Context: an optimization exercise on an open-source flow, tuned for small area, a short achievable clock period and few clock cycles per item. The choices shown serve that exercise and are no tape-out recipe.
The RTL was checked by simulation tests, not by an equivalence proof against the original design.
Power and IR drop assume default switching activity.

==> flow/design.v <==
package rhc_pkg;
  localparam logic [7:0]  HUE_FULL       = 8'd240;
  typedef enum logic [2:0] {
    REG_HUE_LOW    = 3'd0,
    REG_HUE_HIGH   = 3'd1,
    REG_SAT_LOW    = 3'd2,
    REG_SAT_HIGH   = 3'd3,
    REG_LIGHT_LOW  = 3'd4,
    REG_LIGHT_HIGH = 3'd5
  } cfg_reg_t;
endpackage
module rhc_pipe #(
  parameter int W  = 1,
  parameter bit EN = 1'b1
) (
  input  logic         clk,
  input  logic [W-1:0] d,
  output logic [W-1:0] q
);
  if (EN) begin : g_reg
    always_ff @(posedge clk) q <= d;
  end else begin : g_wire
    assign q = d;
  end
endmodule
module rhc_vpipe #(
  parameter bit EN = 1'b1
) (
  input  logic clk,
  input  logic rst_n,
  input  logic d,
  output logic q
);
  if (EN) begin : g_reg
    always_ff @(posedge clk) begin
      if (!rst_n) q <= 1'b0;
      else        q <= d;
    end
  end else begin : g_wire
    assign q = d;
  end
endmodule
import rhc_pkg::*;
module rgb565_hsl_color_classifier (
  input  logic        clk,
  input  logic        rst_n,
  input  logic        start,
  output logic        busy,
  input  logic [15:0] in_pixel,
  output logic        out_valid,
  output logic [7:0]  out_hue,
  output logic [7:0]  out_lightness,
  output logic [7:0]  out_saturation,
  output logic        out_match,
  input  logic        cfg_we,
  input  logic [2:0]  cfg_index,
  input  logic [15:0] cfg_data
);
  logic [15:0] hue_low_r, hue_high_r;
  logic [7:0]  sat_low_r, sat_high_r, light_low_r, light_high_r;
  always_ff @(posedge clk) begin
    if (!rst_n) begin
      hue_low_r    <= 16'd65496;
      hue_high_r   <= 16'd40;
      sat_low_r    <= 8'd90;
      sat_high_r   <= 8'd180;
      light_low_r  <= 8'd0;
      light_high_r <= 8'd80;
    end else if (cfg_we) begin
      case (cfg_index)
        REG_HUE_LOW:    hue_low_r    <= cfg_data;
        REG_HUE_HIGH:   hue_high_r   <= cfg_data;
        REG_SAT_LOW:    sat_low_r    <= cfg_data[7:0];
        REG_SAT_HIGH:   sat_high_r   <= cfg_data[7:0];
        REG_LIGHT_LOW:  light_low_r  <= cfg_data[7:0];
        REG_LIGHT_HIGH: light_high_r <= cfg_data[7:0];
        default: ;
      endcase
    end
  end
  assign busy = 1'b0;
  logic [5:0] cr, cg, cb;
  assign cr = {in_pixel[15:11], 1'b0};
  assign cg = in_pixel[10:5];
  assign cb = {in_pixel[4:0], 1'b0};
  logic        v1;
  logic [15:0] px_1;
  logic        ge_rg_1, ge_rb_1, ge_gb_1;
  always_ff @(posedge clk) begin
    if (!rst_n) v1 <= 1'b0;
    else        v1 <= start;
  end
  always_ff @(posedge clk) begin
    px_1    <= in_pixel;
    ge_rg_1 <= (cr >= cg);
    ge_rb_1 <= (cr >= cb);
    ge_gb_1 <= (cg >= cb);
  end
  logic [5:0] r_1, g_1, b_1, mx, mn, md;
  logic [1:0] sel_a;    
  logic       neg_a;
  logic [5:0] a_b, d_b;
  logic [6:0] s_b;
  always_comb begin
    r_1 = {px_1[15:11], 1'b0};
    g_1 = px_1[10:5];
    b_1 = {px_1[4:0], 1'b0};
    if (ge_rg_1 && ge_rb_1) begin
      mx = r_1;
      sel_a = ge_gb_1 ? 2'd0 : 2'd1;
      neg_a = !ge_gb_1;
      mn = ge_gb_1 ? b_1 : g_1;
      md = ge_gb_1 ? g_1 : b_1;
    end else if (ge_gb_1) begin
      mx = g_1;
      sel_a = 2'd2;
      neg_a = ge_rb_1 && !(r_1 == b_1);    
      mn = ge_rb_1 ? b_1 : r_1;
      md = ge_rb_1 ? r_1 : b_1;
    end else begin
      mx = b_1;
      sel_a = 2'd3;
      neg_a = !ge_rg_1;                     
      mn = ge_rg_1 ? g_1 : r_1;
      md = ge_rg_1 ? r_1 : g_1;
    end
    a_b = md - mn;
    d_b = mx - mn;
    s_b = {1'b0, mx} + {1'b0, mn};
  end
  logic       v2;
  logic [1:0] sel_2;
  logic       neg_2;
  logic [5:0] a_2, d_2;
  logic [6:0] s_2;
  always_ff @(posedge clk) begin
    if (!rst_n) v2 <= 1'b0;
    else        v2 <= v1;
  end
  always_ff @(posedge clk) begin
    {sel_2, neg_2, a_2, d_2, s_2} <= {sel_a, neg_a, a_b, d_b, s_b};
  end
  logic [8:0]  hnum_c;     
  logic [5:0]  hden_c;
  logic [9:0]  d15_c;      
  logic [11:0] snum_c;     
  logic        sflag_c;    
  logic [7:0]  sden_c;
  always_comb begin
    hnum_c = {1'b0, a_2, 2'b0} + {3'b0, a_2};
    hden_c = {d_2[5:1], d_2[0] | (d_2 == 6'd0)};
    d15_c  = {d_2, 4'b0} - {4'b0, d_2};
    sflag_c = !s_2[6] || (s_2[5:0] == 6'd0);
    sden_c = sflag_c ? {s_2 == 7'd0, s_2} : {~s_2[5:0], 2'b11};
    snum_c = sflag_c ? {2'b0, d15_c} : {d15_c, 2'b0};
  end
  function automatic logic [9:0] sub_bk(input logic [8:0] x, input logic [8:0] y,
                                        input int w);
    logic [8:0] p, g, pp, gg;
    logic [9:0] r;
    p  = x ^ ~y;
    g  = x & ~y;
    gg = g;
    pp = p;
    gg[0] = g[0] | p[0];            
    for (int i = 1; (1 << i) <= 16; i++) begin
      for (int j = (1 << i) - 1; j < w; j = j + (1 << i)) begin
        gg[j] = gg[j] | (pp[j] & gg[j - (1 << (i - 1))]);
        pp[j] = pp[j] & pp[j - (1 << (i - 1))];
      end
    end
    for (int i = 4; i > 0; i--) begin
      for (int j = (1 << i) + (1 << (i - 1)) - 1; j < w; j = j + (1 << i)) begin
        gg[j] = gg[j] | (pp[j] & gg[j - (1 << (i - 1))]);
        pp[j] = pp[j] & pp[j - (1 << (i - 1))];
      end
    end
    r = '0;
    r[0] = p[0] ^ 1'b1;
    for (int j = 1; j < w; j++) r[j] = p[j] ^ gg[j-1];
    r[w] = gg[w-1];
    sub_bk = r;
  endfunction
  logic        vr    [9];
  logic [1:0]  selr  [9];
  logic        negr  [9];
  logic        sflr  [9];
  logic [15:0] srem  [9];
  logic [7:0]  sden  [9];
  logic [7:0]  sq    [9];
  logic [11:0] hrem  [9];
  logic [5:0]  hden  [9];
  logic [5:0]  hq    [9];
  always_ff @(posedge clk) begin
    if (!rst_n) vr[0] <= 1'b0;
    else        vr[0] <= v2;
  end
  always_ff @(posedge clk) begin
    selr[0] <= sel_2;
    negr[0] <= neg_2;
    sflr[0] <= sflag_c;
    srem[0][15:4] <= snum_c;
    sden[0] <= sden_c;
    hrem[0][11:3] <= hnum_c;
    hden[0] <= hden_c;
  end
  assign srem[0][3:0] = '0;
  assign hrem[0][2:0] = '0;
  assign sq[0] = '0;
  assign hq[0] = '0;
  logic [7:0] hue_9, light_10;
  logic [7:0] hue_10;
  logic       hue_ok_10;
  for (genvar i = 0; i < 8; i++) begin : g_row
    localparam int SK = 7 - i;
    localparam int HK = 5 - i;
    logic [8:0]  s_top;
    logic [9:0]  s_dif;
    logic        s_take;
    logic [7:0]  s_rem;
    assign s_top  = srem[i][SK+8:SK];
    logic [9:0] s_r;
    assign s_r    = sub_bk(s_top, {1'b0, sden[i]}, 9);
    assign s_dif  = {1'b0, s_r[8:0]};
    assign s_take = s_r[9];
    assign s_rem  = s_take ? s_dif[7:0] : s_top[7:0];
    always_ff @(posedge clk) begin
      if (!rst_n) vr[i+1] <= 1'b0;
      else        vr[i+1] <= vr[i];
    end
    always_ff @(posedge clk) begin
      sq[i+1] <= {sq[i][6:0], s_take};
    end
    if (SK > 0) begin : g_scarry
      always_ff @(posedge clk) begin
        selr[i+1] <= selr[i];
        negr[i+1] <= negr[i];
        sflr[i+1] <= sflr[i];
        sden[i+1] <= sden[i];
        srem[i+1][SK+7:SK] <= s_rem;
      end
      if (SK > 4) begin : g_slo
        always_ff @(posedge clk) srem[i+1][SK-1:4] <= srem[i][SK-1:4];
      end
      if (SK > 0) begin : g_slo0
        assign srem[i+1][(SK > 4 ? 4 : SK)-1:0] = '0;
      end
      assign srem[i+1][15:SK+8] = '0;
    end else begin : g_slast
      assign srem[i+1] = '0;
      assign sden[i+1] = '0;
      assign sflr[i+1] = 1'b0;
      assign selr[i+1] = '0;
      assign negr[i+1] = 1'b0;
    end
    if (i < 6) begin : g_hue
      logic [6:0] h_top;
      logic [7:0] h_dif;
      logic       h_take;
      logic [5:0] h_rem;
      assign h_top  = hrem[i][HK+6:HK];
      logic [9:0] h_r;
      assign h_r    = sub_bk({2'b0, h_top}, {3'b0, hden[i]}, 7);
      assign h_dif  = {1'b0, h_r[6:0]};
      assign h_take = h_r[7];
      assign h_rem  = h_take ? h_dif[5:0] : h_top[5:0];
      always_ff @(posedge clk) hq[i+1] <= {hq[i][4:0], h_take};
      if (HK > 0) begin : g_hcarry
        always_ff @(posedge clk) begin
          hden[i+1] <= hden[i];
          hrem[i+1][HK+5:HK] <= h_rem;
        end
        if (HK > 3) begin : g_hlo
          always_ff @(posedge clk) hrem[i+1][HK-1:3] <= hrem[i][HK-1:3];
        end
        assign hrem[i+1][(HK > 3 ? 3 : HK)-1:0] = '0;
        assign hrem[i+1][11:HK+6] = '0;
      end else begin : g_hlast
        assign hrem[i+1] = '0;
        assign hden[i+1] = '0;
      end
    end else begin : g_hue_done
      assign hrem[i+1] = '0;
      assign hden[i+1] = '0;
      assign hq[i+1]   = '0;
    end
  end
  logic [7:0] ofs_h;
  always_comb begin
    case (selr[6])
      2'd0:    ofs_h = 8'd0;
      2'd1:    ofs_h = 8'd240;
      2'd2:    ofs_h = 8'd80;
      default: ofs_h = 8'd160;
    endcase
    hue_9 = negr[6] ? ofs_h - {2'b0, hq[6]} : ofs_h + {2'b0, hq[6]};
  end
  logic [7:0] hue_r9;
  always_ff @(posedge clk) hue_r9 <= hue_9;
  logic [6:0]  s_rec;
  logic [14:0] light_prod;
  always_comb begin
    s_rec = sflr[7] ? sden[7][6:0] : {1'b1, ~sden[7][7:2]};
    light_prod = {s_rec, 8'b0} - {4'b0, s_rec, 4'b0} + {8'b0, s_rec};   
    light_10 = light_prod[14:7];
  end
  logic [8:0] hue_e, hue_c;
  logic       hue_and;
  logic       lo_hi0, hi_hi0, lo_ff;
  always_comb begin
    lo_hi0 = (hue_low_r[15:8] == 8'h00);
    hi_hi0 = (hue_high_r[15:8] == 8'h00);
    lo_ff  = (hue_low_r[15:8] == 8'hFF);
    if (hue_high_r < hue_low_r) begin
      hue_and = 1'b0;
      hue_c   = hi_hi0 ? {1'b0, hue_high_r[7:0]} : 9'd256;
      hue_e   = (lo_ff && hue_low_r[7:0] >= 8'd15) ? {1'b0, hue_low_r[7:0] - 8'd14} : 9'd0;
    end else begin
      hue_and = hi_hi0 && hue_high_r[7:0] <= 8'd240;
      hue_e   = lo_hi0 ? {1'b0, hue_low_r[7:0]} + 9'd1 : 9'd256;
      if (hi_hi0 && hue_high_r[7:0] <= 8'd240)
        hue_c = {1'b0, hue_high_r[7:0]};
      else if (hue_high_r[15:9] == 7'd0 && hue_high_r[8:0] < 9'd496)
        hue_c = hue_high_r[8:0] - 9'd240;
      else
        hue_c = 9'd256;
    end
  end
  logic [8:0] hue_e_r, hue_c_r;
  logic       hue_and_r;
  always_ff @(posedge clk) begin
    hue_e_r   <= hue_e;
    hue_c_r   <= hue_c;
    hue_and_r <= hue_and;
  end
  logic hue_ge, hue_lt;
  assign hue_ge = {1'b0, hue_r9} >= hue_e_r;
  assign hue_lt = {1'b0, hue_r9} <  hue_c_r;
  logic [7:0] light_11;
  always_ff @(posedge clk) begin
    hue_10    <= hue_r9;
    light_11  <= light_10;
    hue_ok_10 <= hue_and_r ? (hue_ge && hue_lt) : (hue_ge || hue_lt);
  end
  logic [7:0] sat_11;
  logic       match_m;
  assign sat_11  = sq[8];
  assign match_m = hue_ok_10 && (light_11 > light_low_r) && (light_11 < light_high_r) &&
                   (sat_11 > sat_low_r) && (sat_11 < sat_high_r);
  always_ff @(posedge clk) begin
    if (!rst_n) out_valid <= 1'b0;
    else        out_valid <= vr[8];
  end
  always_ff @(posedge clk) begin
    out_hue        <= hue_10;
    out_lightness  <= light_11;
    out_saturation <= sat_11;
    out_match      <= match_m;
  end
endmodule
==> flow/run.sh <==
#!/bin/bash
# synth_recipe.tcl (not shown) runs the flow's synth.tcl, then flattens the netlist and writes it again
# the make line also repeats each setting of config.mk as NAME=value (left out here)
make -C /OpenROAD-flow-scripts/flow DESIGN_CONFIG=/design/flow/config.mk WORK_HOME=/design/flow/orfs CLKGATE_MAP_FILE= SYNTH_SCRIPT=/design/flow/synth_recipe.tcl finish
==> flow/config.mk <==
export PLATFORM = sky130hd
export DESIGN_NAME = rgb565_hsl_color_classifier
export DESIGN_NICKNAME = rgb565_hsl_color_classifier
export VERILOG_FILES = /design/flow/design.v
export SDC_FILE = /design/flow/constraint.sdc
export NUM_CORES = 4
export LEC_CHECK = 0
export ABC_AREA = 1
export CAP_MARGIN = 20
export CORE_MARGIN = 2
export CORE_UTILIZATION = 40
export CTS_CLUSTER_DIAMETER = 80
export CTS_CLUSTER_SIZE = 28
export PLACE_DENSITY = 0.6
export SETUP_SLACK_MARGIN = 3.5
export SLEW_MARGIN = 20
==> flow/constraint.sdc <==
create_clock -name core_clock -period 6.0 [get_ports {clk}]
set_input_delay 1.2000 -clock core_clock [delete_from_list [all_inputs] [get_ports {clk}]]
set_output_delay 1.2000 -clock core_clock [all_outputs]
set_load 0.01 [all_outputs]
==> results.toml, run 1 <==
[worst_setup_path]
slowest_stage = "dfxtp_4"
crit_type = "reg2reg"
worstPathMaxFanout = 15
cpPeakStageDelay_ns = 0.42
reg2reg_slack_ns = 3.58
worstPathCellList = "nand2_4 > clkinvlp_4 > buf_4 > o21ai_0 > ha_1 > inv_1 > a21oi_1 > o31ai_2 > a21oi_1 > o21bai_1"
r2r-start = "ge_rb_1"
path_common_cell = "a21oi_1"
cp.arrival_ns = 2.89
start_kind = "flop"
r2r-end = "s_2[6]"
critPathRequiredTime_ns = 6.47
worstSetupEndpointType = "flop"
reg2regPathDepth = 10

[clocking]
path_clk_slew_ns = 0.10
cts_sinks = 487
clock_path_buffers = 3
cts_tree = "done"
clk_latency_ns = 0.56
numCtsBuffers = 25
cts_root_buf = "clkbuf_16"
cts_max_level = 1

[synthesis]
yosys_warnings = 50
synthCells = 2162
synth_fp_nets = 2441
synthFlopType = "dfxtp_1"
avgSynthCellArea_um2 = 9.254
yosys.area.top_type = "dfxtp_1"
yosys-top-cells-count = "dfxtp_1 (487), inv_1 (365), nand2_1 (270)"
syn_area_um2 = 20010
yosysTopAreaCellShare_pct = 48.73
synth_edf_count = 0
ys_types = 53
ys_seq_elements = 487
yosysSeqAreaShare_pct = 48.73
async_flop_share_pct = 0
yosys-top-cells-area = "dfxtp_1 (49%), ha_1 (12%), inv_1 (6.8%)"
yosysMostFrequentCell = "dfxtp_1"

[min_path]
hold_path_class = "reg2reg"
whs_endpoint = "sq[7][6]"
min_from = "sq[6][5]"
hold_depth = 0

[drt]
routed_wl_mm = 35.66
final_antenna_net_count = 0
wl_per_cell_um = 12.27
drtIter0Drc = 720
drc = 0
drt-pass1-iter-count = 5
vias = 13410
avgViaCountPerCell = 4.618

[sta]
fmax_ghz = 0.4131
rsz0062_at_grt = "yes"
skew_ns = 0.01298
postLayoutSetupSlackWorst_ns = 3.579
tns_ns = 0
maxSlewViolCount = 0
finalSetupViolCount = 0
tightest_slew_ns = 0.6660
timing.final.crit_share_pct = 40.35
min_period_ns = 2.421
timing_hold_violations_final = 0
slew_headroom_pct = 55.60

[floorplan]
row_count = 81
die_width_um = 227.6
ios = 66
design.die.area_um2 = 51820
start_util_pct = 40.70
core_um2 = 49150
fp.dieH_um = 227.6

[placement]
dp_slack_ns = 2.852
place_area_um2 = 21290
io_buffer_count = 64
gp_congestion = 0.8458
place_hpwl_mm = 26.92

[finish]
area_delta_synth_final_pct = 11.10
stdcell_area_um2 = 22230
nets = 2507
drive_above_1_share_pct = 5.399
fillers = 4699
diodes = 0

[grt]
antenna_found_initial = 0
grtUsageMet1_pct = 17.14
grtUsageMet2_pct = 25.89
grt_pass1_wl_mm = 60.29
grt_usage_pct = 14.01
overflow = 0
grt.busiest_layer = "met2"
grt_max_degree = 74
grt_pass1_vias = 13140
grtUsageMet3_pct = 1.620

[power_and_ir_drop]
leakage_uw = 0.01063
peakVddDrop_v = 0.0002748
powerDensity_nw_per_um2 = 555.8

[job]
maxCapViolations = 0

[run_status]
status = "complete, no violations"
-- worst max-delay path, delay by kind of cell, from the launching register on --
| family | cells | cell delay (ns) |
|---|---|---|
| compound gates | 5 | 0.90 |
| buf+inv | 3 | 0.49 |
| flops | 1 | 0.42 |
| fa+ha+maj | 1 | 0.34 |
| simple gates | 1 | 0.16 |
-- through the flow --
stage / cells / total power, µW / hold slack, ns / utilization [%]
final: 2905 / 12350 / 0.3245 / 45.22
after global routing: 2905 / 13670 / 0.3314 / 45.22
after CTS: 2894 / 12530 / 0.3287 / 44.95
after detailed placement: 2853 / 10590 / 0.3121 / 43.31
after global placement: 2853 / 10340 / 0.3098 / 43.31
after floorplan: 2162 / 9283 / 0.3096 / -
-- repair_timing --
item / 4_1_cts / 5_1_grt
buffers inserted: 0 / 11
gates cloned: 1 / 0
pin swaps: 0 / 2
hold buffers: 0 / 0
resized for setup: 33 / 13
setup endpoints to repair: 41 / 11
-- worst max path at each step --
stage | start | endpoint | slack [ns] | depth (start not counted)
global placement | cfg_index[0] | hue_high_r[2] | 2.92 | 8
floorplan | ge_rb_1 | d_2[4] | 3.74 | 7
CTS | ge_gb_1 | d_2[4] | 3.48 | 8
global route | ge_rg_1 | s_2[6] | 3.42 | 10
detailed placement | cfg_index[0] | hue_high_r[0] | 2.85 | 8
finish | ge_rb_1 | s_2[6] | 3.58 | 10
-- metal layers --
layer | vias to the layer above | share of wire (%)
met4 | 0 | 2.1
met3 | 47 | 3.1
li1 | 7035 | -
met1 | 6144 | 46
met2 | 188 | 49
met5 | - | 0
-- cells by family after synthesis --
kind of cell | Yosys count | share of synthesized area (%)
fa+ha+maj | 240 | 16.77
mux | 2 | 0.1001
other cells | 1 | 0.01874
xor+xnor | 80 | 3.540
compound gates | 378 | 10.43
simple gates | 562 | 12.40
flops | 487 | 48.73
buf+inv | 412 | 8.005
-- layout by cell type (no fill, tap or decap), types with 7 or more instances in the layout --
cell type        instances
ha_1                   192
dlygate4sd2_1           26
nor2_1                 152
a31oi_1                  8
nor3_1                  11
xor2_1                  54
o21ai_0                109
a21o_1                   7
inv_1                  362
nand3_1                 60
xnor2_1                 25
clkdlybuf4s50_1         37
nand4_2                  8
nand2_1                269
fa_1                    47
clkbuf_16               25
buf_4                   12
nor2_2                   8
a21oi_1                186
nand4_1                 20
dfxtp_1                484
nand3b_1                11
o211ai_1                23
o21ai_1                 11
nand2_2                  8
inv_2                    8
-- where the power goes --
part	switching [µW]	internal, µW	leakage, µW
Sequential	693	4530	0.00407
Combinational	2920	2260	0.00616
Clock	1100	853	0.000400
Total	4710	7640	0.0106
-- flip-flops by register name, summed over array words and instances (netlist names), 9 cells and up --
signal             count
g_row.g_hue.h_top     26
g_row.s_top           51
hden                  36
hq                    21
hrem                  16
hue_c_r                9
hue_e_r                9
hue_high_r            16
hue_low_r             16
px_1                  16
sden                  64
selr                  14
sq                    36
srem                  23
vr                     9
-- layout make-up --
cell class	count	area (µm²)	area share, %
Multi-Input combinational cell	1263	8696	39.12
Timing Repair Buffer	77	713.2	3.209
Clock buffer	25	625.6	2.815
Sequential cell	487	9758	43.90
Clock inverter	15	188.9	0.8500
Inverter	373	1408	6.333
Tap cell	664	830.8	3.738
Timing Repair inverter	1	7.507	0.03377
Testbench counts, summed over its fixed seeds: cycles 24,096, pixels 24,000.
==> run 2, diff against run 1 <==
--- a/flow/config.mk
+++ b/flow/config.mk
@@ -9,8 +9,8 @@
 export CAP_MARGIN = 20
 export CORE_MARGIN = 2
 export CORE_UTILIZATION = 40
-export CTS_CLUSTER_DIAMETER = 80
-export CTS_CLUSTER_SIZE = 28
+export CTS_CLUSTER_DIAMETER = 85
+export CTS_CLUSTER_SIZE = 32
 export PLACE_DENSITY = 0.6
-export SETUP_SLACK_MARGIN = 3.5
+export SETUP_SLACK_MARGIN = 3.7
 export SLEW_MARGIN = 20
==> results.toml, run 2 <==
[worst_setup_path]
reg2reg_slack_ns = 3.78
r2r-end = "d_2[4]"
cp_top_family = "buffers and inverters"
r2r-start = "ge_rb_1"
crit_cells = 8
worstPathCellList = "clkdlybuf4s50_1 > inv_1 > nor2_1 > inv_1 > nor2_4 > clkinvlp_2 > nor2_1 > nor2_1"
cp_num_buf_inv = 4
path_common_cell = "nor2_1"
worstSetupEndpointType = "flop"
worstPathMaxFanout = 6
slowest_stage = "clkdlybuf4s50_1"
critPathRequiredTime_ns = 6.47
startpoint = "cfg_we"
cp.arrival_ns = 2.71
start_kind = "input port"
crit_path_end = "hue_high_r[9]"
crit_type = "in2reg"
cpPeakStageDelay_ns = 0.49
reg2regPathDepth = 9

[sta]
timing_hold_violations_final = 0
tightest_slew_ns = 0.6744
whs_ns = 0.3219
maxSlewViolCount = 0
fmax_ghz = 0.4468
timing.final.crit_share_pct = 37.30
postLayoutSetupSlackWorst_ns = 3.762
finalSetupViolCount = 0
tns_ns = 0
min_period_ns = 2.238
rsz0062_at_grt = "yes"
slew_headroom_pct = 55.04
skew_ns = 0.01816

[floorplan]
row_count = 81
ios = 66
design.die.area_um2 = 51820
core_um2 = 49150
fp.dieH_um = 227.6
die_width_um = 227.6
start_util_pct = 40.70

[synthesis]
yosys-top-cells-count = "dfxtp_1 (487), inv_1 (365), nand2_1 (270)"
ys_seq_elements = 487
yosysSeqAreaShare_pct = 48.73
yosysTopAreaCellShare_pct = 48.73
synth_fp_nets = 2441
ys_types = 53
synthCells = 2162
syn_area_um2 = 20010
synthFlopType = "dfxtp_1"
yosys.area.top_type = "dfxtp_1"
async_flop_share_pct = 0
yosys_warnings = 50
yosys-top-cells-area = "dfxtp_1 (49%), ha_1 (12%), inv_1 (6.8%)"
avgSynthCellArea_um2 = 9.254
yosysMostFrequentCell = "dfxtp_1"
synth_edf_count = 0

[grt]
grt_max_degree = 74
grt_usage_pct = 14.03
overflow = 0
grt_pass1_vias = 13150
antenna_found_initial = 0
grt_pass1_wl_mm = 60.49

[run_status]
status = "complete, no violations"

[min_path]
hold_path_class = "reg2reg"

[finish]
largest_reg_flops = 64
layout_common_cells = "dfxtp_1 (476), inv_1 (361), nand2_1 (267)"
top_register = "sden"
nets = 2519
area_delta_synth_final_pct = 11.34
diodes = 0
fillers = 4681
drive_above_1_share_pct = 7.904
regArea_um2 = 9771
final_common_cell = "dfxtp_1"
multi_input_area_um2 = 8780

[clocking]
clock_path_buffers = 3
cts_sinks = 487
cts_tree = "done"
clk_latency_ns = 0.56
path_clk_slew_ns = 0.12
ctsHoldBuffers = 0
cts_root_buf = "clkbuf_16"
cts_max_level = 1
numCtsBuffers = 22

[drt]
vias = 13490
drtIter0Drc = 668
avgViaCountPerCell = 4.628
drc = 0
wl_per_cell_um = 12.25
drt-pass1-iter-count = 8
routed_wl_mm = 35.72
final_antenna_net_count = 0

[placement]
gp_congestion = 0.8458
io_buffer_count = 64
place_hpwl_mm = 26.92
dp_slack_ns = 2.852

[job]
maxCapViolations = 0

[power_and_ir_drop]
powerDensity_nw_per_um2 = 551.5
leakage_uw = 0.01064
peakVddDrop_v = 0.0002206
## run 2: cell counts after synthesis
No cell type changed its count.
## run 2: repair_timing
action                                  CTS  global route
gates cloned                              1             1
setup buffers                             6            19
pin swaps                                 1             6
resized for setup                       127            34
endpoints found under the setup margin   57            27
## run 2: final cells by class
cell class,count,area share (%)
clock buffer,25,2.707
clock inverter,11,0.6347
inverter,373,6.336
multi-input combinational,1263,39.41
sequential,487,43.86
tap,664,3.730
timing repair buffer,91,3.258
timing repair inverter,2,0.05617
## run 2: worst min path at each step
stage / cells past startpoint / to / from
final: 0 / sflr[4] / sflr[3]
after global routing: 0 / sflr[4] / sflr[3]
after CTS: 0 / sflr[4] / sflr[3]
after detailed placement: 0 / negr[0] / neg_2
after global placement: 0 / sq[3][2] / sq[2][1]
after floorplan: 0 / g_row[1].g_hue.h_top[0] / hrem[0][4]
## run 2: per-layer routing
metal  part of all wire (%)  global-route usage (%)  wire length (µm)  vias to the layer above
li1                       -                       -                 -                     7061
met1                     45                   17.14             16050                     6187
met2                     49                   25.99             17540                      203
met3                    3.5                   1.748              1260                       43
met4                    2.4                   3.563               867                        0
met5                      0                       0                 0                        -
## run 2: metrics by stage
step | power [µW] | utilization (%) | area (µm²) | instances
finish | 12280 | 45.32 | 22280 | 2916
global placement | 10340 | 43.31 | 21290 | 2853
floorplan | 9283 | - | 20010 | 2162
detailed placement | 10590 | 43.31 | 21290 | 2853
global route | 13620 | 45.32 | 22280 | 2916
CTS | 12430 | 44.78 | 22010 | 2896
## run 2: kinds of logic (layout without fill, tap and decap cells)
group	Yosys count	count (layout)	share of synthesized area, %
xor gates and xnor gates	80	80	3.540
adders and majority gates	240	240	16.77
buffers and inverters	412	502	8.005
muxes	2	2	0.1001
AOI/OAI and AO/OA	378	378	10.43
and+or+nand+nor	562	562	12.40
other	1	1	0.01874
DFF	487	487	48.73
## run 2: worst register-to-register path: cells and delay by family, from the launching register on
kind / cells / cell delay (ns)
simple gates: 2 / 0.28
compound gates: 1 / 0.28
xor+xnor: 1 / 0.16
buf+inv: 3 / 0.38
fa+ha+maj: 2 / 0.65
flops: 1 / 0.42
## run 2: power by group
part	leakage (µW)	internal, µW	switching, µW
clock	0.000362	776	1070
sequential	0.00407	4530	690
combinational	0.00621	2280	2930
total	0.0106	7590	4700
==> run 3, diff against run 2 <==
--- a/flow/config.mk
+++ b/flow/config.mk
@@ -8,9 +8,9 @@
 export ABC_AREA = 1
 export CAP_MARGIN = 20
 export CORE_MARGIN = 2
-export CORE_UTILIZATION = 40
-export CTS_CLUSTER_DIAMETER = 85
-export CTS_CLUSTER_SIZE = 32
-export PLACE_DENSITY = 0.6
+export CORE_UTILIZATION = 60
+export CTS_CLUSTER_DIAMETER = 80
+export CTS_CLUSTER_SIZE = 28
+export PLACE_DENSITY = 0.8
 export SETUP_SLACK_MARGIN = 3.7
 export SLEW_MARGIN = 20
==> results.toml, run 3 <==
[floorplan]
core_um2 = 32700
design.die.area_um2 = 34820
fp.dieH_um = 186.6
start_util_pct = 61.18
row_count = 66
die_width_um = 186.6
ios = 66

[clocking]
cts_sinks = 487
clk_latency_ns = 0.55
ctsHoldBuffers = 0
clock_path_buffers = 3
numCtsBuffers = 22
cts_root_buf = "clkbuf_16"
cts_max_level = 1
path_clk_slew_ns = 0.11
cts_tree = "done"

[drt]
vias = 13860
highest_layer = "met4"
wl_per_cell_um = 13.57
routed_wl_mm = 36.62
avgViaCountPerCell = 5.136
wl_met1_mm = 15.54
met3_length_mm = 1.583
drt-pass1-iter-count = 5
wl_met2_mm = 18.73
drtIter0Drc = 746
final_antenna_net_count = 0
drc = 0

[sta]
timing.final.crit_share_pct = 37.84
fmax_ghz = 0.4404
postLayoutSetupSlackWorst_ns = 3.729
skew_ns = 0.01748
tns_ns = 0
whs_ns = 0.3285
finalSetupViolCount = 0
min_period_ns = 2.271
tightest_slew_ns = 0.6837
slew_headroom_pct = 54.42
timing_hold_violations_final = 0
maxSlewViolCount = 0
rsz0062_at_grt = "yes"

[worst_setup_path]
r2r-start = "px_1[1]"
path_common_cell = "nor2_1"
worstPathCellList = "clkdlybuf4s50_1 > inv_1 > nor2_1 > inv_1 > nor2_4 > clkinvlp_4 > buf_4 > nor2_1 > nor2_1"
cpPeakStageDelay_ns = 0.48
cp_top_family = "buffers and inverters"
reg2reg_slack_ns = 3.81
cp.arrival_ns = 2.73
start_kind = "input port"
critPathRequiredTime_ns = 6.46
crit_path_end = "hue_high_r[9]"
crit_type = "in2reg"
worstSetupEndpointType = "flop"
slowest_stage = "clkdlybuf4s50_1"
r2r-end = "d_2[5]"
cp_num_buf_inv = 5
worstPathMaxFanout = 6
crit_cells = 9
startpoint = "cfg_we"
reg2regPathDepth = 11

[finish]
fin_util_pct = 67.34
fillers = 2572
area_delta_synth_final_pct = 10.08
final_common_cell = "dfxtp_1"
largest_reg_flops = 64
top_register = "sden"
diodes = 0
layout_common_cells = "dfxtp_1 (473), inv_1 (359), nand2_1 (266)"
nets = 2529
drive_above_1_share_pct = 8.418

[placement]
place_hpwl_mm = 26.44
dp_slack_ns = 2.802
io_buffer_count = 64
gp_congestion = 0.8850

[power_and_ir_drop]
comb_power_share_pct = 43.7
finalPower_uw = 12370
swShare_pct = 38.62
powerDensity_nw_per_um2 = 561.5
leakage_uw = 0.01065
p_int_uw = 7591
seq_power_share_pct = 42.4
peakVddDrop_v = 0.0005570
p_sw_uw = 4776
clkPwrFrac_pct = 13.9

[job]
maxCapViolations = 0

[grt]
grt_pass1_wl_mm = 62.32
antenna_found_initial = 0
overflow = 0
grt_max_degree = 74
grt_usage_pct = 20.94
grt_pass1_vias = 13880

[synthesis]
ys_seq_elements = 487
ys_types = 53
yosys-top-cells-area = "dfxtp_1 (49%), ha_1 (12%), inv_1 (6.8%)"
avgSynthCellArea_um2 = 9.254
yosysTopAreaCellShare_pct = 48.73
synth_edf_count = 0
synthCells = 2162
synth_fp_nets = 2441
yosysSeqAreaShare_pct = 48.73
yosys-top-cells-count = "dfxtp_1 (487), inv_1 (365), nand2_1 (270)"
yosys_warnings = 50
async_flop_share_pct = 0
syn_area_um2 = 20010
synthFlopType = "dfxtp_1"
yosys.area.top_type = "dfxtp_1"
yosysMostFrequentCell = "dfxtp_1"

[run_status]
status = "complete, no violations"

[min_path]
hold_path_class = "reg2reg"
min_from = "sflr[2]"
==> run 3: cell counts after synthesis <==
Identical to the previous run, type by type.
==> run 3: worst min path at each step <==
| stage | endpoint | slack [ns] | cells after the start |
|---|---|---|---|
| after CTS | sq[6][1] | 0.33 | 0 |
| after global routing | sflr[7] | 0.34 | 0 |
| after detailed placement | hq[3][2] | 0.31 | 0 |
| final | sflr[3] | 0.33 | 0 |
| after global placement | sflr[4] | 0.31 | 0 |
| after floorplan | g_row[1].g_hue.h_top[0] | 0.31 | 0 |
==> run 3: cells by family after synthesis <==
group | after synthesis | share of synthesized area, %
flops | 487 | 48.73
compound gates | 378 | 10.43
buf+inv | 412 | 8.005
mux | 2 | 0.1001
simple gates | 562 | 12.40
other cells | 1 | 0.01874
fa+ha+maj | 240 | 16.77
xor+xnor | 80 | 3.540
==> run 3: through the flow <==
| stage | instance area, µm² | cells |
|---|---|---|
| after floorplan | 20010 | 2162 |
| after global placement | 21000 | 2630 |
| after detailed placement | 21000 | 2630 |
| after CTS | 21720 | 2671 |
| after global routing | 22020 | 2699 |
| final | 22020 | 2699 |
==> run 3: worst register-to-register path, stage by stage (launching register included) <==
cell	delay, ns
dfxtp_1	0.37
inv_1	0.08
o21ai_0	0.23
nand2_1	0.08
o21ai_0	0.23
ha_4	0.31
a21oi_1	0.17
o21ai_1	0.14
a21oi_1	0.18
nor2_1	0.07
nor2_1	0.13
xor2_1	0.14
==> run 3: power groups by stage <==
stage	combinational (µW)	sequential (µW)	clock (µW)
floorplan	4180	5100	0
global placement	4960	5270	0
detailed placement	5330	5320	0
CTS	5390	5260	1760
global route	6310	5400	1880
finish	5400	5250	1720
==> run 3: what timing repair did <==
item	in CTS	in global routing
buffers inserted	9	25
setup endpoints to repair	58	45
gates resized for setup	121	52
pin swaps	4	11
cloned	1	3
==> run 3: layout make-up <==
type | instances | area [µm²] | share of cell area (%)
multi-input combinational | 1263 | 8800 | 39.96
timing repair buffer | 100 | 805.8 | 3.659
sequential | 487 | 9777 | 44.40
clock buffer | 26 | 606.8 | 2.756
tap | 442 | 553.0 | 2.511
timing repair inverter | 3 | 20.02 | 0.09090
clock inverter | 5 | 48.80 | 0.2216
inverter | 373 | 1411 | 6.409
==> run 3: routing by layer <==
| metal | vias to the layer above | global-route usage (%) |
|---|---|---|
| li1 | 7084 | - |
| met1 | 6486 | 25.01 |
| met2 | 232 | 39.58 |
| met3 | 61 | 2.445 |
| met4 | 0 | 5.586 |
| met5 | - | 0 |
==> run 4, diff against run 3 <==
--- a/flow/config.mk
+++ b/flow/config.mk
@@ -8,9 +8,9 @@
 export ABC_AREA = 1
 export CAP_MARGIN = 20
 export CORE_MARGIN = 2
-export CORE_UTILIZATION = 60
+export CORE_UTILIZATION = 40
 export CTS_CLUSTER_DIAMETER = 80
 export CTS_CLUSTER_SIZE = 28
-export PLACE_DENSITY = 0.8
+export PLACE_DENSITY = 0.6
 export SETUP_SLACK_MARGIN = 3.7
 export SLEW_MARGIN = 20
==> results.toml, run 4 <==
[run_status]
status = "complete, no violations"

[clocking]
clk_latency_ns = 0.56
ctsHoldBuffers = 0
path_clk_slew_ns = 0.10
numCtsBuffers = 25
cts_tree = "done"
cts_root_buf = "clkbuf_16"
cts_sinks = 487
clock_path_buffers = 3
cts_max_level = 1

[worst_setup_path]
crit_path_end = "hue_high_r[9]"
crit_type = "in2reg"
r2r-start = "ge_rb_1"
cp.arrival_ns = 2.71
worstPathMaxFanout = 7
reg2regPathDepth = 10
reg2reg_slack_ns = 3.81
worstSetupEndpointType = "flop"
startpoint = "cfg_we"
start_kind = "input port"
r2r-end = "s_2[6]"
critPathRequiredTime_ns = 6.46

[synthesis]
async_flop_share_pct = 0
yosysMostFrequentCell = "dfxtp_1"
yosys-top-cells-area = "dfxtp_1 (49%), ha_1 (12%), inv_1 (6.8%)"
synthFlopType = "dfxtp_1"
yosys.area.top_type = "dfxtp_1"
ys_types = 53
synthCells = 2162
yosysSeqAreaShare_pct = 48.73
yosys-top-cells-count = "dfxtp_1 (487), inv_1 (365), nand2_1 (270)"
yosysTopAreaCellShare_pct = 48.73
synth_fp_nets = 2441
ys_seq_elements = 487
synth_edf_count = 0
avgSynthCellArea_um2 = 9.254
syn_area_um2 = 20010
yosys_warnings = 50

[drt]
routed_wl_mm = 36.30
wl_per_cell_um = 12.42
avgViaCountPerCell = 4.624
final_antenna_net_count = 0
drtIter0Drc = 720
vias = 13520
drt-pass1-iter-count = 6
drc = 0

[grt]
grt_max_degree = 74
antenna_found_initial = 0
grt_usage_pct = 14.07
grt_pass1_wl_mm = 60.53
grt_pass1_vias = 13190
overflow = 0

[sta]
tightest_slew_ns = 0.6800
rsz0062_at_grt = "yes"
finalSetupViolCount = 0
tns_ns = 0
fmax_ghz = 0.4455
min_period_ns = 2.245
maxSlewViolCount = 0
timing_hold_violations_final = 0
skew_ns = 0.01237
slew_headroom_pct = 54.67
timing.final.crit_share_pct = 37.41

[floorplan]
ios = 66
start_util_pct = 40.70
row_count = 81
die_width_um = 227.6
design.die.area_um2 = 51820
core_um2 = 49150
fp.dieH_um = 227.6

[finish]
diodes = 0
top_register = "sden"
area_delta_synth_final_pct = 11.78
multi_input_area_um2 = 8776
final_common_cell = "dfxtp_1"
fillers = 4680
regArea_um2 = 9772
stdcell_area_um2 = 22360
drive_above_1_share_pct = 8.322
layout_common_cells = "dfxtp_1 (477), inv_1 (360), nand2_1 (266)"
nets = 2525
largest_reg_flops = 64

[placement]
gp_congestion = 0.8458
io_buffer_count = 64
place_hpwl_mm = 26.92
place_area_um2 = 21290

[min_path]
hold_depth = 0
hold_path_class = "reg2reg"
min_from = "sq[6][5]"

[power_and_ir_drop]
powerDensity_nw_per_um2 = 555.1
leakage_uw = 0.01069
peakVddDrop_v = 0.0002764

[job]
maxCapViolations = 0
==> run 4: how the worst min path moves through the flow <==
stage and end:
3_3_place_gp sq[3][2], 2_1_floorplan g_row[1].g_hue.h_top[0], 6_report sq[7][6], 3_5_place_dp negr[0], 4_1_cts sq[7][6], 5_1_grt sq[7][6]
==> run 4: per-stage QoR <==
stage / utilization (%) / power [µW] / hold slack (ns) / setup WS (ns) / cells
2_1_floorplan: - / 9283 / 0.3096 / 3.741 / 2162
3_3_place_gp: 43.31 / 10340 / 0.3098 / 2.919 / 2853
3_5_place_dp: 43.31 / 10590 / 0.3121 / 2.852 / 2853
4_1_cts: 44.95 / 12530 / 0.3287 / 3.697 / 2902
5_1_grt: 45.50 / 13740 / 0.3314 / 3.638 / 2923
6_report: 45.50 / 12410 / 0.3243 / 3.755 / 2923
==> run 4: cells by family (layout without fill, tap and decap cells) <==
group / count (synthesis) / count (layout) / share of synthesized area, %
AO/OA/AOI/OAI: 378 / 378 / 10.43
XOR/XNOR: 80 / 80 / 3.540
adder cells (fa/ha/maj): 240 / 240 / 16.77
buffers and inverters: 412 / 509 / 8.005
flip-flops: 487 / 487 / 48.73
multiplexers: 2 / 2 / 0.1001
other: 1 / 1 / 0.01874
AND/OR/NAND/NOR: 562 / 562 / 12.40
==> run 4: power breakdown <==
part / internal, µW / switching (µW)
Clock: 853 / 1090
Sequential: 4530 / 692
Combinational: 2290 / 2950
==> run 4: critical path, stage by stage <==
cell             delay (ns)
clkdlybuf4s50_1        0.49
inv_1                  0.05
nor2_1                 0.12
inv_1                  0.10
nor2_4                 0.24
clkinvlp_4             0.19
buf_4                  0.17
nor2_1                 0.09
nor2_1                 0.06
==> run 4: cell type report <==
type / count / area share [%]
flip-flops and latches: 487 / 43.70
multi-input cells: 1263 / 39.24
well taps: 664 / 3.715
clock buffers: 25 / 2.798
repair buffers: 95 / 3.357
repair inverters: 1 / 0.03357
clock inverters: 15 / 0.8448
inverters: 373 / 6.311
==> run 4: repair_timing <==
| action | 4_1_cts | 5_1_grt |
|---|---|---|
| gates cloned | 1 | 0 |
| setup buffers | 8 | 21 |
| pin swaps | 2 | 5 |
| gates resized for setup | 124 | 41 |
| setup endpoints to repair | 56 | 31 |
==> run 4: routing by layer <==
layer	wire length, µm	part of all wire, %	track usage, %	up-vias
li1	-	-	-	7075
met1	16460	45	17.14	6215
met2	17950	49	26.10	181
met3	1153	3.2	1.620	45
met4	741	2.0	3.858	0
met5	0	0	0	-
==> run 5, diff against run 4 <==
==> flow/flow/run.sh (new file) <==
#!/bin/bash
set -euo pipefail
bash standard.sh "BUFFER_PORTS_ARGS=-buffer_cell sky130_fd_sc_hd__buf_2" finish > flow_make.log 2>&1
==> flow/standard.sh (new file) <==
#!/bin/bash
# synth_recipe.tcl (not shown) runs the flow's synth.tcl, then flattens the netlist and writes it again
# the make line also repeats each setting of config.mk as NAME=value (left out here)
make -C /OpenROAD-flow-scripts/flow DESIGN_CONFIG=/design/flow/config.mk WORK_HOME=/design/flow/orfs CLKGATE_MAP_FILE= SYNTH_SCRIPT=/design/flow/synth_recipe.tcl "${@:-finish}"
removed: flow/run.sh
==> results.toml, run 5 <==
[min_path]
hold_path_class = "reg2reg"

[grt]
grt_pass1_wl_mm = 60.13
grt_max_degree = 74
overflow = 0
grt_pass1_vias = 13000
grt_usage_pct = 13.97
antenna_found_initial = 0

[sta]
maxSlewViolCount = 0
postLayoutSetupSlackWorst_ns = 3.730
tightest_slew_ns = 0.6599
timing.final.crit_share_pct = 37.84
slew_headroom_pct = 56.01
finalSetupViolCount = 0
skew_ns = 0.04002
min_period_ns = 2.270
rsz0062_at_grt = "yes"
fmax_ghz = 0.4405
tns_ns = 0
timing_hold_violations_final = 0

[synthesis]
async_flop_share_pct = 0
ys_types = 53
yosys_warnings = 50
ys_seq_elements = 487
synth_fp_nets = 2441
avgSynthCellArea_um2 = 9.254
synth_edf_count = 0
synthCells = 2162
yosysSeqAreaShare_pct = 48.73
yosysTopAreaCellShare_pct = 48.73
yosysMostFrequentCell = "dfxtp_1"
yosys.area.top_type = "dfxtp_1"
syn_area_um2 = 20010
synthFlopType = "dfxtp_1"
yosys-top-cells-area = "dfxtp_1 (49%), ha_1 (12%), inv_1 (6.8%)"
yosys-top-cells-count = "dfxtp_1 (487), inv_1 (365), nand2_1 (270)"

[finish]
area_delta_synth_final_pct = 10.78
stdcell_area_um2 = 22160
drive_above_1_share_pct = 9.530
nets = 2518
largest_reg_flops = 64
fin_util_pct = 45.09
layout_common_cells = "dfxtp_1 (477), inv_1 (362), nand2_1 (266)"
diodes = 0
top_register = "sden"
final_common_cell = "dfxtp_1"
fillers = 4599

[floorplan]
core_um2 = 49150
fp.dieH_um = 227.6
die_width_um = 227.6
ios = 66
design.die.area_um2 = 51820
start_util_pct = 40.70
row_count = 81

[worst_setup_path]
cp_num_buf_inv = 1
cp_top_family = "flip-flops"
cpPeakStageDelay_ns = 0.37
cp.arrival_ns = 1.07
crit_type = "reg2out"
worstPathCellList = "buf_6"
start_kind = "flop"
worstSetupEndpointType = "output pin"
critPathRequiredTime_ns = 4.80
worstPathMaxFanout = 1
slowest_stage = "dfxtp_2"

[clocking]
ctsHoldBuffers = 0
numCtsBuffers = 26
cts_tree = "done"
clk_latency_ns = 0.59
path_clk_slew_ns = 0.10
cts_sinks = 487
clock_path_buffers = 3
cts_max_level = 1
cts_root_buf = "clkbuf_16"

[placement]
place_hpwl_mm = 26.86
gp_congestion = 0.8341
io_buffer_count = 64
place_area_um2 = 20960
dp_slack_ns = 3.124

[drt]
routed_wl_mm = 35.79
final_antenna_net_count = 0
drt-pass1-iter-count = 5
drc = 0
avgViaCountPerCell = 4.592
drtIter0Drc = 649
wl_per_cell_um = 12.26
vias = 13410

[power_and_ir_drop]
leakage_uw = 0.01068
finalPower_uw = 12480
powerDensity_nw_per_um2 = 563.1
peakVddDrop_v = 0.0002951

[job]
maxCapViolations = 0

[run_status]
status = "complete, no violations"
[run 5: cell counts after synthesis]
No cell type changed its count.
[run 5: power breakdown]
group	switching [µW]	internal, µW	total [µW]
clock	1140	860	2000
combinational	2960	2300	5250
sequential	693	4540	5230
total	4790	7690	12500
[run 5: kinds of logic (layout without fill, tap and decap cells)]
family / Yosys count / in the layout / synth area share (%)
compound gates: 378 / 378 / 10.43
xor+xnor: 80 / 80 / 3.540
fa+ha+maj: 240 / 240 / 16.77
buf+inv: 412 / 506 / 8.005
flops: 487 / 487 / 48.73
mux: 2 / 2 / 0.1001
other cells: 1 / 1 / 0.01874
simple gates: 562 / 562 / 12.40
[run 5: cell type report]
class                   instances  area, µm²  share of cell area [%]
well taps                     664      830.8                   3.749
flip-flops and latches        487       9772                   44.09
clock buffers                  26      650.6                   2.936
repair buffers                 87      520.5                   2.349
inverters                     373       1408                   6.351
repair inverters                1      7.507                 0.03387
clock inverters                19      216.5                  0.9767
multi-input cells            1263       8757                   39.51
[run 5: path summary, 6_finish.rpt]
| path | startpoint | endpoint | slack [ns] | cells past startpoint |
|---|---|---|---|---|
| max | out_saturation[3] | out_saturation[3] | 3.73 | 1 |
| min | srem[2][4] | g_row[3].s_top[0] | 0.29 | 0 |
| max reg2reg | ge_gb_1 | d_2[4] | 3.79 | 9 |
| min reg2reg | srem[2][4] | g_row[3].s_top[0] | 0.29 | 0 |
[run 5: what timing repair did]
action | CTS | global route
gates cloned | 0 | 1
gates resized for setup | 15 | 35
setup buffers | 2 | 20
pin swaps | 1 | 3
setup endpoints to repair | 19 | 18
[run 5: stage by stage]
stage / std cells / hold WS [ns]
after detailed placement: 2852 / 0.3121
after global placement: 2852 / 0.3103
after global routing: 2920 / 0.2962
final: 2920 / 0.2937
after floorplan: 2162 / 0.3096
after CTS: 2899 / 0.2993
[run 5: metal layers]
| layer | part of all wire (%) | up-vias | GRT usage [%] |
|---|---|---|---|
| met4 | 2.0 | 0 | 3.120 |
| li1 | - | 7059 | - |
| met2 | 48 | 178 | 25.25 |
| met3 | 3.3 | 35 | 1.838 |
| met1 | 47 | 6138 | 17.70 |
| met5 | 0 | - | 0 |
==> run 6, diff against run 5 <==
--- a/flow/config.mk
+++ b/flow/config.mk
@@ -9,8 +9,8 @@
 export CAP_MARGIN = 20
 export CORE_MARGIN = 2
 export CORE_UTILIZATION = 40
-export CTS_CLUSTER_DIAMETER = 80
-export CTS_CLUSTER_SIZE = 28
+export CTS_CLUSTER_DIAMETER = 85
+export CTS_CLUSTER_SIZE = 32
 export PLACE_DENSITY = 0.6
 export SETUP_SLACK_MARGIN = 3.7
 export SLEW_MARGIN = 20
==> results.toml, run 6 <==
[synthesis]
yosys.area.top_type = "dfxtp_1"
avgSynthCellArea_um2 = 9.254
ys_seq_elements = 487
yosys-top-cells-area = "dfxtp_1 (49%), ha_1 (12%), inv_1 (6.8%)"
synthCells = 2162
yosys-top-cells-count = "dfxtp_1 (487), inv_1 (365), nand2_1 (270)"
synth_edf_count = 0
synthFlopType = "dfxtp_1"
yosys_warnings = 50
ys_types = 53
synth_fp_nets = 2441
async_flop_share_pct = 0
yosysMostFrequentCell = "dfxtp_1"
yosysTopAreaCellShare_pct = 48.73
yosysSeqAreaShare_pct = 48.73
syn_area_um2 = 20010

[floorplan]
design.die.area_um2 = 51820
ios = 66
core_um2 = 49150
start_util_pct = 40.70
die_width_um = 227.6
row_count = 81
fp.dieH_um = 227.6

[worst_setup_path]
crit_cells = 1
worstSetupEndpointType = "output pin"
critPathRequiredTime_ns = 4.80
cp.arrival_ns = 1.05
worstPathCellList = "buf_2"
worstPathMaxFanout = 1
slowest_stage = "dfxtp_1"
reg2regPathDepth = 9
reg2reg_slack_ns = 3.76
r2r-start = "ge_gb_1"
cp_num_buf_inv = 1
cpPeakStageDelay_ns = 0.34
start_kind = "flop"
r2r-end = "d_2[4]"
startpoint = "out_saturation[7]"
cp_top_family = "flip-flops"
crit_type = "reg2out"

[finish]
top_register = "sden"
drive_above_1_share_pct = 9.042
fin_util_pct = 44.79
final_common_cell = "dfxtp_1"
layout_common_cells = "dfxtp_1 (478), inv_1 (360), nand2_1 (265)"
area_delta_synth_final_pct = 10.05
fin_cells = 2909
nets = 2515
diodes = 0
largest_reg_flops = 64

[placement]
place_hpwl_mm = 26.86
io_buffer_count = 64
gp_congestion = 0.8341
dp_cells = 2852

[min_path]
min_from = "srem[2][4]"
whs_endpoint = "g_row[3].s_top[0]"
hold_depth = 0
hold_path_class = "reg2reg"

[drt]
drc = 0
final_antenna_net_count = 0
routed_wl_mm = 35.80
avgViaCountPerCell = 4.618
drtIter0Drc = 658
wl_per_cell_um = 12.31
drt-pass1-iter-count = 5
vias = 13440

[clocking]
ctsHoldBuffers = 0
cts_tree = "done"
cts_max_level = 1
clock_path_buffers = 3
path_clk_slew_ns = 0.12
cts_sinks = 487
clk_latency_ns = 0.57
numCtsBuffers = 22
cts_root_buf = "clkbuf_16"

[grt]
antenna_found_initial = 0
grt_pass1_wl_mm = 60.07
overflow = 0
grt_pass1_vias = 13000
grt_usage_pct = 13.96
grt_max_degree = 74

[sta]
finalSetupViolCount = 0
slew_headroom_pct = 55.13
timing.final.crit_share_pct = 37.51
maxSlewViolCount = 0
fmax_ghz = 0.4443
tns_ns = 0
skew_ns = 0.02613
rsz0062_at_grt = "yes"
min_period_ns = 2.251
whs_ns = 0.3146
tightest_slew_ns = 0.6731
timing_hold_violations_final = 0

[power_and_ir_drop]
peakVddDrop_v = 0.0002658
powerDensity_nw_per_um2 = 557.7
leakage_uw = 0.01061

[run_status]
status = "complete, no violations"

[job]
maxCapViolations = 0
run 6: cell counts after synthesis:
No cell type changed its count.
run 6: kinds of logic after synthesis:
group           after synthesis  synth area share, %
fa+ha+maj                   240                16.77
compound gates              378                10.43
simple gates                562                12.40
mux                           2               0.1001
other cells                   1              0.01874
buf+inv                     412                8.005
flops                       487                48.73
xor+xnor                     80                3.540
run 6: layout make-up:
type | instances | area, µm²
clock inverters | 8 | 133.9
clock buffers | 25 | 593.1
multi-input cells | 1264 | 8748
repair inverters | 1 | 7.507
fillers | 4629 | 27140
inverters | 373 | 1411
well taps | 664 | 830.8
repair buffers | 87 | 524.3
flip-flops and latches | 487 | 9768
run 6: stage by stage:
step / total power (µW) / worst slack [ns] / area, µm²
floorplan: 9283 / 3.741 / 20010
global placement: 10260 / 3.258 / 20960
detailed placement: 10510 / 3.124 / 20960
CTS: 12400 / 3.702 / 21760
global route: 13580 / 3.602 / 22020
finish: 12280 / 3.749 / 22020
run 6: repair_timing:
| action | 4_1_cts | 5_1_grt |
|---|---|---|
| gates resized for setup | 15 | 29 |
| gates cloned | 0 | 2 |
| setup buffers | 4 | 18 |
| pin swaps | 0 | 5 |
| endpoints found under the setup margin | 18 | 21 |
run 6: power breakdown:
part	internal (µW)	total, µW	switching, µW
clock	764	1840	1070
combinational	2270	5220	2950
sequential	4530	5230	692
run 6: worst max path at each step:
stage	endpoint	slack, ns
CTS	light_11[7]	3.70
global route	s_2[6]	3.60
detailed placement	d_2[4]	3.12
finish	out_saturation[7]	3.75
global placement	d_2[4]	3.26
floorplan	d_2[4]	3.74
run 6: routing by layer:
layer	wire length (µm)	vias to the layer above	GRT usage (%)
met5	0	-	0
met2	17040	198	25.10
met4	731	0	3.247
met3	1224	45	1.851
li1	-	7046	-
met1	16800	6146	17.75
==> run 7, diff against run 6 <==
==> flow/flow/run.sh (replaced) <==
#!/bin/bash
set -euo pipefail
bash standard.sh "BUFFER_PORTS_ARGS=-buffer_cell sky130_fd_sc_hd__buf_2" RECOVER_POWER=50 finish > flow_make.log 2>&1
--- a/flow/config.mk
+++ b/flow/config.mk
@@ -9,8 +9,8 @@
 export CAP_MARGIN = 20
 export CORE_MARGIN = 2
 export CORE_UTILIZATION = 40
-export CTS_CLUSTER_DIAMETER = 85
-export CTS_CLUSTER_SIZE = 32
+export CTS_CLUSTER_DIAMETER = 80
+export CTS_CLUSTER_SIZE = 28
 export PLACE_DENSITY = 0.6
 export SETUP_SLACK_MARGIN = 3.7
 export SLEW_MARGIN = 20
==> results.toml, run 7 <==
[run_status]
status = "finished with violations"
so_faults = "max-capacitance violations, max-slew violations"

[power_and_ir_drop]
peakVddDrop_v = 0.0002910
p_int_uw = 7688
comb_power_share_pct = 42.1
p_sw_uw = 4782
seq_power_share_pct = 41.9
swShare_pct = 38.35
powerDensity_nw_per_um2 = 563.7
clkPwrFrac_pct = 16.0
leakage_uw = 0.01064

[floorplan]
row_count = 81
start_util_pct = 40.70
design.die.area_um2 = 51820
fp.dieH_um = 227.6
ios = 66
core_um2 = 49150
die_width_um = 227.6

[clocking]
clock_path_buffers = 3
cts_root_buf = "clkbuf_16"
cts_tree = "done"
clk_latency_ns = 0.59
path_clk_slew_ns = 0.10
cts_sinks = 487
ctsHoldBuffers = 0
cts_max_level = 1
numCtsBuffers = 26

[grt]
grt_max_degree = 74
overflow = 0
grt_usage_pct = 13.97
antenna_found_initial = 0
grt_pass1_wl_mm = 60.13
grt_pass1_vias = 13000

[synthesis]
yosys-top-cells-count = "dfxtp_1 (487), inv_1 (365), nand2_1 (270)"
yosys.area.top_type = "dfxtp_1"
synth_fp_nets = 2441
synthCells = 2162
synthFlopType = "dfxtp_1"
yosys-top-cells-area = "dfxtp_1 (49%), ha_1 (12%), inv_1 (6.8%)"
yosysMostFrequentCell = "dfxtp_1"
syn_area_um2 = 20010
yosysTopAreaCellShare_pct = 48.73
synth_top_family_by_area = "adder cells"
ys_types = 53
ys_seq_elements = 487
synth-simple-area-share_pct = 12.40
async_flop_share_pct = 0
synth_mux_area_share_pct = 0.1001
synth_compound_area_share_pct = 10.43
synth_edf_count = 0
avgSynthCellArea_um2 = 9.254
yosys_warnings = 50
synth_xor_area_share_pct = 3.540
yosysSeqAreaShare_pct = 48.73
synthAdderAreaFrac_pct = 16.77

[sta]
tns_ns = 0
skew_ns = 0.03966
rsz0062_at_grt = "yes"
postLayoutSetupSlackWorst_ns = 2.663
min_period_ns = 3.337
fmax_ghz = 0.2997
tightest_slew_ns = 2.701
timing_hold_violations_final = 0
finalSetupViolCount = 0
maxSlewViolCount = 74
slew_headroom_pct = -80.09
timing.final.crit_share_pct = 55.61

[min_path]
min_from = "srem[2][4]"
hold_path_class = "reg2reg"

[finish]
drive_above_1_share_pct = 8.511
fin_cells = 2920
diodes = 0
largest_reg_flops = 64
nets = 2518
final_common_cell = "dfxtp_1"
top_register = "sden"
area_delta_synth_final_pct = 10.56
layout_common_cells = "dfxtp_1 (479), inv_1 (364), nand2_1 (267)"

[worst_setup_path]
cp.arrival_ns = 3.82
r2r-start = "ge_rb_1"
crit_type = "in2reg"
worstPathMaxFanout = 73
start_kind = "input port"
worstSetupEndpointType = "flop"
critPathRequiredTime_ns = 6.48
startpoint = "rst_n"

[drt]
wl_per_cell_um = 12.27
drt-pass1-iter-count = 5
avgViaCountPerCell = 4.606
drc = 0
final_antenna_net_count = 0
drtIter0Drc = 668
routed_wl_mm = 35.83
vias = 13450

[placement]
dp_slack_ns = 3.124
io_buffer_count = 64
dp_cells = 2852
gp_congestion = 0.8341
place_hpwl_mm = 26.86

[job]
maxCapViolations = 1
==> run 7: cell count changes in the layout (fill, tap and decap cells not counted), moves of 3 or more <==
cell / change
inv_2: -3
buf_6: +3
inv_6: +3
inv_8: +4
clkbuf_1: +15
a21oi_2: +3
buf_2: -19
inv_16: -3
inv_1: +4
clkinv_4: +3
clkbuf_16: +3
a21oi_1: -3
==> run 7: final timing paths <==
kind,end,slack (ns),cells after the start
max,sat_high_r[7],2.66,4
min,g_row[3].s_top[0],0.29,0
max reg2reg,s_2[6],3.46,9
min reg2reg,g_row[3].s_top[0],0.29,0
==> run 7: logic make-up after synthesis <==
| kind of cell | count (synthesis) |
|---|---|
| simple gates | 562 |
| fa+ha+maj | 240 |
| mux | 2 |
| compound gates | 378 |
| other cells | 1 |
| flops | 487 |
| xor+xnor | 80 |
| buf+inv | 412 |
==> run 7: through the flow <==
stage          utilization, %  hold slack (ns)  total power (µW)  cell area, µm²
3_5_place_dp            42.65           0.3121             10510           20960
6_report                45.00           0.2947             12470           22120
4_1_cts                 44.53           0.2993             12570           21890
2_1_floorplan               -           0.3096              9283           20010
3_3_place_gp            42.65           0.3103             10260           20960
5_1_grt                 45.00           0.2962             13780           22120
==> run 7: worst max-delay path, stage by stage <==
cell and delay, ns:
clkbuf_1 1.87, inv_1 0.36, a21oi_1 0.25, o21ai_0 0.10
==> run 7: cell type report <==
class                      instances  area [µm²]
sequential                       487        9764
clock inverter                    19       216.5
tap                              664       830.8
multi-input combinational       1263        8743
fill                            4613       27030
inverter                         373        1408
timing repair buffer              87       498.0
timing repair inverter             1       7.507
clock buffer                      26       650.6
==> run 7: repair_timing <==
item                       in CTS  in global routing
pin swaps                       1                  3
gates cloned                    0                  1
setup buffers                   2                 20
gates resized for setup        15                 35
setup endpoints to repair      19                 18
==> run 7: power groups by stage <==
stage / Sequential, µW / Clock, µW / Combinational, µW
finish: 5230 / 2000 / 5250
global route: 5390 / 2200 / 6190
CTS: 5260 / 2090 / 5220
detailed placement: 5330 / 0 / 5180
global placement: 5300 / 0 / 4960
floorplan: 5100 / 0 / 4180
==> run 7: routing by layer <==
metal / routed length (µm) / part of all wire, % / vias up / GRT usage, %
li1: - / - / 7060 / -
met1: 16650 / 46 / 6144 / 17.70
met2: 17140 / 48 / 207 / 25.25
met3: 1290 / 3.6 / 39 / 1.838
met4: 751 / 2.1 / 0 / 3.120
met5: 0 / 0 / - / 0
==> run 8, diff against run 7 <==
--- a/flow/design.v
+++ b/flow/design.v
@@ -209,8 +209,7 @@
   assign sq[0] = '0;
   assign hq[0] = '0;
   logic [7:0] hue_9, light_10;
-  logic [7:0] hue_10;
-  logic       hue_ok_10;
+  logic s_take_a [8];
   for (genvar i = 0; i < 8; i++) begin : g_row
     localparam int SK = 7 - i;
     localparam int HK = 5 - i;
@@ -223,6 +222,7 @@
     assign s_r    = sub_bk(s_top, {1'b0, sden[i]}, 9);
     assign s_dif  = {1'b0, s_r[8:0]};
     assign s_take = s_r[9];
+    assign s_take_a[i] = s_take;
     assign s_rem  = s_take ? s_dif[7:0] : s_top[7:0];
     always_ff @(posedge clk) begin
       if (!rst_n) vr[i+1] <= 1'b0;
@@ -299,11 +299,13 @@
   always_ff @(posedge clk) hue_r9 <= hue_9;
   logic [6:0]  s_rec;
   logic [14:0] light_prod;
+  logic [7:0]  light_r10;
   always_comb begin
-    s_rec = sflr[7] ? sden[7][6:0] : {1'b1, ~sden[7][7:2]};
+    s_rec = sflr[6] ? sden[6][6:0] : {1'b1, ~sden[6][7:2]};
     light_prod = {s_rec, 8'b0} - {4'b0, s_rec, 4'b0} + {8'b0, s_rec};   
     light_10 = light_prod[14:7];
   end
+  always_ff @(posedge clk) light_r10 <= light_10;
   logic [8:0] hue_e, hue_c;
   logic       hue_and;
   logic       lo_hi0, hi_hi0, lo_ff;
@@ -336,25 +338,22 @@
   logic hue_ge, hue_lt;
   assign hue_ge = {1'b0, hue_r9} >= hue_e_r;
   assign hue_lt = {1'b0, hue_r9} <  hue_c_r;
-  logic [7:0] light_11;
-  always_ff @(posedge clk) begin
-    hue_10    <= hue_r9;
-    light_11  <= light_10;
-    hue_ok_10 <= hue_and_r ? (hue_ge && hue_lt) : (hue_ge || hue_lt);
-  end
-  logic [7:0] sat_11;
-  logic       match_m;
-  assign sat_11  = sq[8];
-  assign match_m = hue_ok_10 && (light_11 > light_low_r) && (light_11 < light_high_r) &&
-                   (sat_11 > sat_low_r) && (sat_11 < sat_high_r);
-  always_ff @(posedge clk) begin
-    if (!rst_n) out_valid <= 1'b0;
-    else        out_valid <= vr[8];
+  logic [7:0] sat_p0, sat_p1;
+  logic       sat_ok0, sat_ok1, hue_ok, light_ok, match_m;
+  always_comb begin
+    sat_p0   = {sq[7][6:0], 1'b0};
+    sat_p1   = {sq[7][6:0], 1'b1};
+    sat_ok0  = (sat_p0 > sat_low_r) && (sat_p0 < sat_high_r);
+    sat_ok1  = (sat_p1 > sat_low_r) && (sat_p1 < sat_high_r);
+    hue_ok   = hue_and_r ? (hue_ge && hue_lt) : (hue_ge || hue_lt);
+    light_ok = (light_r10 > light_low_r) && (light_r10 < light_high_r);
+    match_m  = hue_ok && light_ok && (s_take_a[7] ? sat_ok1 : sat_ok0);
   end
   always_ff @(posedge clk) begin
-    out_hue        <= hue_10;
-    out_lightness  <= light_11;
-    out_saturation <= sat_11;
-    out_match      <= match_m;
+    out_hue       <= hue_r9;
+    out_lightness <= light_r10;
+    out_match     <= match_m;
   end
+  assign out_saturation = sq[8];
+  assign out_valid      = vr[8];
 endmodule
==> flow/flow/run.sh (replaced) <==
#!/bin/bash
set -euo pipefail
bash standard.sh "BUFFER_PORTS_ARGS=-buffer_cell sky130_fd_sc_hd__buf_2" finish > flow_make.log 2>&1
==> results.toml, run 8 <==
[clocking]
cts_root_buf = "clkbuf_16"
cts_tree = "done"
cts_max_level = 1
clock_path_buffers = 3

[synthesis]
yosysSeqAreaShare_pct = 46.83
synthCells = 2221
synth_xor_area_share_pct = 3.452
ys_types = 53
yosys-top-cells-area = "dfxtp_1 (47%), ha_1 (12%), inv_1 (7.7%)"
syn_area_um2 = 20010
avgSynthCellArea_um2 = 9.009
ys_seq_elements = 468
synth_compound_area_share_pct = 11.22
synthAdderAreaFrac_pct = 16.96
synth-simple-area-share_pct = 12.58
synthFlopType = "dfxtp_1"
yosys-top-cells-count = "dfxtp_1 (468), inv_1 (413), nand2_1 (336)"
synth_top_family_by_area = "adder cells"
synth_edf_count = 0
yosys.area.top_type = "dfxtp_1"

[finish]
final_common_cell = "dfxtp_1"
area_delta_synth_final_pct = 10.23
layout_common_cells = "dfxtp_1 (459), inv_1 (410), nand2_1 (334)"
stdcell_area_um2 = 22050
nets = 2563
diodes = 0
top_register = "sden"
largest_reg_flops = 64
fillers = 4783

[grt]
grt_pass1_wl_mm = 60.35
grt_pass1_vias = 13250
grt_usage_pct = 14.01
grt_max_degree = 73
grtUsageMet2_pct = 25.77
grtUsageMet1_pct = 17.18

[worst_setup_path]
cp_num_buf_inv = 1
worstPathCellList = "buf_6"
r2r-start = "ge_rg_1"
worstPathMaxFanout = 1
start_kind = "flop"
slowest_stage = "dfxtp_4"
critPathRequiredTime_ns = 4.80
reg2reg_slack_ns = 3.81
cp_top_family = "flip-flops"

[placement]
io_buffer_count = 64
place_area_um2 = 20960
place_hpwl_mm = 26.70

[drt]
drt-pass1-iter-count = 5
drc = 0
routed_wl_mm = 35.25
wl_per_cell_um = 11.89
final_antenna_net_count = 0
vias = 13640

[sta]
rsz0062_at_grt = "yes"
tns_ns = 0
maxSlewViolCount = 0
slew_headroom_pct = 57.17
skew_ns = 0.03128
finalSetupViolCount = 0
timing_hold_violations_final = 0
fmax_ghz = 0.4395

[floorplan]
design.die.area_um2 = 51820
start_util_pct = 40.71
core_um2 = 49150
die_width_um = 227.7

[power_and_ir_drop]
leakage_uw = 0.01086
peakVddDrop_v = 0.0002229
powerDensity_nw_per_um2 = 578.6

[job]
maxCapViolations = 0

[min_path]
whs_endpoint = "sflr[3]"

[run_status]
status = "complete, no violations"
## run 8: cell types whose count changed after synthesis, moves of 8 or more
cell	delta
nand2_1	+66
nand3_1	-11
o21ai_1	+32
o21ai_0	-8
nor2_1	-29
a21oi_1	-36
dfxtp_1	-19
inv_1	+48
o21ai_2	+13
nand4_2	-8
## run 8: where the power goes
group	switching, µW	total [µW]	internal [µW]
Combinational	3190	5610	2420
Sequential	669	5040	4370
Clock	1160	2110	951
Total	5020	12800	7740
## run 8: how the worst max path moves through the flow
stage                        endpoint         start  slack [ns]
global route                   a_2[5]       ge_gb_1        3.63
floorplan                      s_2[5]       ge_rg_1        3.82
finish              out_saturation[5]      sq[8][5]        3.72
CTS                 out_saturation[5]      sq[8][5]        3.68
detailed placement       hue_low_r[5]  cfg_index[2]        3.03
global placement         hue_low_r[5]        cfg_we        3.17
## run 8: logic make-up after synthesis
family	count (synthesis)
simple gates	578
xor+xnor	78
flops	468
fa+ha+maj	243
buf+inv	462
other cells	1
compound gates	391
## run 8: per-stage QoR
| step | util (%) | hold slack (ns) | power [µW] | setup WS [ns] | std cells |
|---|---|---|---|---|---|
| after global routing | 44.87 | 0.3203 | 14180 | 3.635 | 2964 |
| after detailed placement | 42.64 | 0.3121 | 10760 | 3.026 | 2911 |
| after global placement | 42.64 | 0.3111 | 10480 | 3.167 | 2911 |
| final | 44.87 | 0.3094 | 12760 | 3.725 | 2964 |
| after CTS | 44.70 | 0.3111 | 12940 | 3.676 | 2960 |
| after floorplan | - | 0.3096 | 9515 | 3.815 | 2221 |
## run 8: area by class of cell
cell class | count | area [µm²] | area share, %
well taps | 664 | 830.8 | 3.767
clock buffers | 28 | 679.4 | 3.081
inverters | 424 | 1599 | 7.250
clock inverters | 20 | 280.3 | 1.271
flip-flops and latches | 468 | 9390 | 42.58
repair buffers | 69 | 386.6 | 1.753
multi-input cells | 1291 | 8889 | 40.30
## run 8: timing repair
| action | in CTS | in global routing |
|---|---|---|
| hold buffers | 0 | 0 |
| pin swaps | 0 | 2 |
| gates resized for setup | 17 | 18 |
| setup buffers | 1 | 4 |
| endpoints found under the setup margin | 15 | 16 |
## run 8: layer usage
layer	wire, µm	vias to the layer above
met3	1136	49
met1	16060	6275
li1	-	7154
met2	17210	166
met4	841	0
met5	0	-
Testbench counts of run 8, summed over its fixed seeds: cycles 24,088, pixels 24,000.

Check on run 8: ideal ports give 3.725 ns setup slack; a clkbuf_16 on the clock port and buf_2 on the inputs give 3.671 ns; moving port delays by the midpoint clock arrival (0.630 ns) as well gives 3.334 ns.
